This design comes from an exercise in tuning for small area, a short achievable clock period and few clock cycles per item on the open sky130 flow, not from production work.
Only simulation tests tie the RTL to the original design; equivalence was not proved.
No activity file was given, so power comes from the tool's default toggle rates.

== beta ==
==> module double_int32_wrap_bitwise_alu_core, before the edit <==
module double_int32_wrap_bitwise_alu_core (
  input  wire logic        clk,
  input  wire logic        rst,
  input  wire logic        in_valid,
  output logic             in_stall,
  input  wire logic [2:0]  command,
  input  wire logic [63:0] operand_a,
  input  wire logic [63:0] operand_b,
  output logic             out_valid,
  input  wire logic        out_stall,
  output logic [63:0]      result_double,
  output logic [31:0]      result_word,
  output logic             result_unsigned
);
  logic           v1, v2, v3, v4;
  dibw_pkg::cmd_t cmd1;
  logic [34:0]    wa1, wb1;
  logic [1:0]     ja1, jb1;
  logic           oa1, ob1, sa1, sb1;
  dibw_pkg::cmd_t cmd2;
  logic [31:0]    x2, b2;
  logic           fill2;
  logic [31:0]    r3;
  logic           uns3;
  logic [63:21]   dbl4;
  logic           adv;
  logic [31:0] a, x, y, rev_y, r;
  logic [63:21] dbl;
  assign adv      = !(v4 && out_stall);
  assign in_stall = !adv;
  always_comb begin
    a = dibw_pkg::dbl_shift_lo(wa1, ja1, oa1, sa1);
    for (int i = 0; i < 32; i++) x[i] = (cmd1 == dibw_pkg::CMD_SHL) ? a[31 - i] : a[i];
    y = b2[4] ? {{16{fill2}}, x2[31:16]} : x2;
    y = b2[3] ? {{8{fill2}},  y[31:8]}   : y;
    y = b2[2] ? {{4{fill2}},  y[31:4]}   : y;
    y = b2[1] ? {{2{fill2}},  y[31:2]}   : y;
    y = b2[0] ? {fill2,       y[31:1]}   : y;
    for (int i = 0; i < 32; i++) rev_y[i] = y[31 - i];
    case (cmd2)
      dibw_pkg::CMD_AND: r = x2 & b2;
      dibw_pkg::CMD_OR:  r = x2 | b2;
      dibw_pkg::CMD_XOR: r = x2 ^ b2;
      dibw_pkg::CMD_NOT: r = ~x2;
      dibw_pkg::CMD_SHL: r = rev_y;
      dibw_pkg::CMD_SAR: r = y;
      dibw_pkg::CMD_SHR: r = y;
      default:           r = 32'd0;
    endcase
    dbl = dibw_pkg::word_to_dbl(uns3, r3);
  end
  always_ff @(posedge clk) begin
    if (rst) begin
      v1 <= 1'b0;
      v2 <= 1'b0;
      v3 <= 1'b0;
      v4 <= 1'b0;
    end else if (adv) begin
      v1 <= in_valid;
      v2 <= v1;
      v3 <= v2;
      v4 <= v3;
    end
    if (adv) begin
      cmd1            <= dibw_pkg::cmd_t'(command);
      wa1             <= dibw_pkg::dbl_shift_hi(operand_a);
      ja1             <= operand_a[53:52];
      oa1             <= (operand_a[62:52] == 11'd1023);
      sa1             <= operand_a[63];
      wb1             <= dibw_pkg::dbl_shift_hi(operand_b);
      jb1             <= operand_b[53:52];
      ob1             <= (operand_b[62:52] == 11'd1023);
      sb1             <= operand_b[63];
      cmd2            <= cmd1;
      x2              <= x;
      b2              <= dibw_pkg::dbl_shift_lo(wb1, jb1, ob1, sb1);
      fill2           <= (cmd1 == dibw_pkg::CMD_SAR) && a[31];
      r3              <= r;
      uns3            <= (cmd2 == dibw_pkg::CMD_SHR);
      result_word     <= r3;
      result_unsigned <= uns3;
      dbl4            <= dbl;
    end
  end
  assign out_valid = v4;
  assign result_double = {dbl4, 21'd0};
endmodule
==> flow/config.mk <==
export PLATFORM = sky130hd
export DESIGN_NAME = double_int32_wrap_bitwise_alu_core
export DESIGN_NICKNAME = double_int32_wrap_bitwise_alu_core
export VERILOG_FILES = /design/flow/design.v
export SDC_FILE = /design/flow/constraint.sdc
export NUM_CORES = 4
export LEC_CHECK = 0
export ABC_AREA = 1
export CAP_MARGIN = 20
export CORE_MARGIN = 2
export CORE_UTILIZATION = 40
export SETUP_SLACK_MARGIN = 1.8
export SLEW_MARGIN = 20
==> flow/constraint.sdc <==
create_clock -name core_clock -period 5.0 [get_ports {clk}]
set_input_delay 1.0000 -clock core_clock [delete_from_list [all_inputs] [get_ports {clk}]]
set_output_delay 1.0000 -clock core_clock [all_outputs]
set_load 0.01 [all_outputs]
standard.sh (not shown) runs the stock make flow with config.mk's settings and CLKGATE_MAP_FILE= SYNTH_SCRIPT=/design/flow/synth_recipe.tcl, a recipe that flattens the netlist after the stock synthesis.
==> flow/flow/run.sh <==
#!/bin/bash
# Standard flow, except that the port buffers are buf_2 cells (not the default
# delay-buffer cells) and the resizer may swap cells across footprints.
set -uo pipefail
bash standard.sh MATCH_CELL_FOOTPRINT=0 "BUFFER_PORTS_ARGS=-buffer_cell sky130_fd_sc_hd__buf_2" finish > standard.log 2>&1
beta | stages: all done | timing, DRC, antenna: all pass
Testbench counts of beta, summed over its fixed seeds: cycles 24,032, items 24,000.
Input changes introduced in delta (baseline for comparison: beta):
--- a/flow/design.v
+++ b/flow/design.v
@@ -10,10 +10,19 @@
     CMD_SHR = 3'd6,
     CMD_NOP = 3'd7
   } cmd_t;
-  function automatic logic [34:0] dbl_shift_hi(input logic [63:0] bits);
+  function automatic logic [31:0] cneg(input logic [31:0] v, input logic s);
+    logic [31:0] p;
+    p = v;
+    for (int k = 1; k < 32; k = k * 2)
+      for (int i = 2 * k - 1; i < 32; i += 2 * k) p[i] = p[i] | p[i - k];
+    for (int k = 8; k >= 1; k = k / 2)
+      for (int i = 3 * k - 1; i < 32; i += 2 * k) p[i] = p[i] | p[i - k];
+    cneg = v ^ ({p[30:0], 1'b0} & {32{s}});
+  endfunction
+  function automatic logic [32:0] dbl_shift_hi(input logic [63:0] bits);
     logic [10:0] expo;
     logic        ok;
-    logic [82:0] s0, s1, s2, s3, s4, s5;
+    logic [82:0] s0, s1, s2, s3, s4, s5, s6;
     expo = bits[62:52];
     ok   = (expo[10:7] == 4'b1000);
     s0   = {30'd0, ok, bits[51:0] & {52{ok}}};
@@ -22,16 +31,16 @@
     s3   = expo[4] ? (s2 << 16) : s2;
     s4   = expo[3] ? (s3 << 8)  : s3;
     s5   = expo[2] ? (s4 << 4)  : s4;
-    dbl_shift_hi = s5[82:48];
+    s6   = expo[1] ? (s5 << 2)  : s5;
+    dbl_shift_hi = s6[82:50];
   endfunction
-  function automatic logic [31:0] dbl_shift_lo(input logic [34:0] w, input logic [1:0] j,
+  function automatic logic [31:0] dbl_shift_lo(input logic [32:0] w, input logic j,
                                                input logic one, input logic neg);
-    logic [34:0] t2, t3;
+    logic [32:0] t3;
     logic [31:0] mag;
-    t2  = j[1] ? (w << 2)  : w;
-    t3  = j[0] ? (t2 << 1) : t2;
-    mag = {t3[34:4], t3[3] | one};
-    dbl_shift_lo = neg ? (32'd0 - mag) : mag;
+    t3  = j ? (w << 1) : w;
+    mag = {t3[32:2], t3[1] | one};
+    dbl_shift_lo = cneg(mag, neg);
   endfunction
   function automatic logic [4:0] lzc32(input logic [31:0] v);
     logic [15:0] z1; logic [15:0] c1;
@@ -58,15 +67,13 @@
     c5 = z4[1] ? {1'b1, c4[3:0]} : {1'b0, c4[7:4]};
     lzc32 = c5;
   endfunction
-  function automatic logic [63:21] word_to_dbl(input logic uns, input logic [31:0] w);
-    logic        neg;
+  function automatic logic [63:21] word_to_dbl(input logic neg, input logic [31:0] w);
     logic [31:0] m;
     logic [4:0]  lz;
     logic [32:0] s;
     logic [4:0]  p;
     logic [10:0] expo;
-    neg  = !uns && w[31];
-    m    = neg ? (32'd0 - w) : w;
+    m    = cneg(w, neg);
     lz   = lzc32(w ^ {32{neg}});
     s    = {1'b0, m} << lz;
     p    = ~lz;   
@@ -93,14 +100,14 @@
 );
   logic           v1, v2, v3, v4;
   dibw_pkg::cmd_t cmd1;
-  logic [34:0]    wa1, wb1;
-  logic [1:0]     ja1, jb1;
+  logic [32:0]    wa1, wb1;
+  logic           ja1, jb1;
   logic           oa1, ob1, sa1, sb1;
   dibw_pkg::cmd_t cmd2;
   logic [31:0]    x2, b2;
   logic           fill2;
   logic [31:0]    r3;
-  logic           uns3;
+  logic           uns3, neg3;
   logic [63:21]   dbl4;
   logic           adv;
   logic [31:0] a, x, y, rev_y, r;
@@ -126,7 +133,7 @@
       dibw_pkg::CMD_SHR: r = y;
       default:           r = 32'd0;
     endcase
-    dbl = dibw_pkg::word_to_dbl(uns3, r3);
+    dbl = dibw_pkg::word_to_dbl(neg3, r3);
   end
   always_ff @(posedge clk) begin
     if (rst) begin
@@ -143,11 +150,11 @@
     if (adv) begin
       cmd1            <= dibw_pkg::cmd_t'(command);
       wa1             <= dibw_pkg::dbl_shift_hi(operand_a);
-      ja1             <= operand_a[53:52];
+      ja1             <= operand_a[52];
       oa1             <= (operand_a[62:52] == 11'd1023);
       sa1             <= operand_a[63];
       wb1             <= dibw_pkg::dbl_shift_hi(operand_b);
-      jb1             <= operand_b[53:52];
+      jb1             <= operand_b[52];
       ob1             <= (operand_b[62:52] == 11'd1023);
       sb1             <= operand_b[63];
       cmd2            <= cmd1;
@@ -156,6 +163,7 @@
       fill2           <= (cmd1 == dibw_pkg::CMD_SAR) && a[31];
       r3              <= r;
       uns3            <= (cmd2 == dibw_pkg::CMD_SHR);
+      neg3            <= (cmd2 != dibw_pkg::CMD_SHR) && r[31];
       result_word     <= r3;
       result_unsigned <= uns3;
       dbl4            <= dbl;
- Flops: delta fewer than beta
- On average cell area after synthesis: delta sits above beta.
- As far as count of endpoints failing setup in the final report goes, beta and delta are indistinguishable; the numbers are identical.
- Compared with beta, placement density in the core of delta is lower.
- Number of global-route vias before repair on delta is down relative to beta.
- Die footprint of delta falls short of that of beta by a few percent.
- In the tables for beta and delta, sequential share of layout area reads higher with delta.
- Where achievable clock frequency is concerned, beta is better than delta.
- A timing endpoint of the critical path of r3[31] is what beta shows, while r3[30] belongs to delta.
- Share of layout cells above drive strength 1, beta and delta, higher one = beta.
- Routed wire length on delta is down relative to beta.
- fill2 as the start point of the critical path was reported by beta, and b2[3] by delta.
- On switching power, beta loses to delta.
- Side by side, final hold slack turned out lower in delta than in beta.
- Critical path data required time delta for delta relative to beta: 20 ps lower
Testbench counts of delta, summed over its fixed seeds: cycles 24,032, items 24,000.

[static timing again, ports no longer ideal]
The results above use ideal ports. As a check the final layouts listed here were re-extracted and re-timed, cells and wires unchanged.
Step 1 (the two cells are an assumption about what drives the block):
set clk [get_ports {clk}]
set_driving_cell -lib_cell sky130_fd_sc_hd__clkbuf_16 $clk
set_driving_cell -lib_cell sky130_fd_sc_hd__buf_2 [delete_from_list [all_inputs] $clk]
Step 2 adds t to the input delays and takes it off the output delays; t is the mean of the earliest and latest rising clock arrival at the registers after step 1. Input paths then give back, and output paths get back, about the clock's delay inside the block.
Slacks: ideal / step 1 / step 2; pairs: ideal / step 1.
| run | t, ns | slack for setup (ns) | worst data-port slew with drivers (ns) |
|---|---|---|---|
| beta | 0.643 | 1.951 / 1.951 / 1.554 | 0.06 |
| delta | 0.623 | 1.889 / 1.889 / 1.386 | 0.05 |
After both steps setup and hold are still met in every run listed. For delta, which loses most, drivers alone change the setup slack by 0.000 ns; drivers and shift together by -0.503 ns.
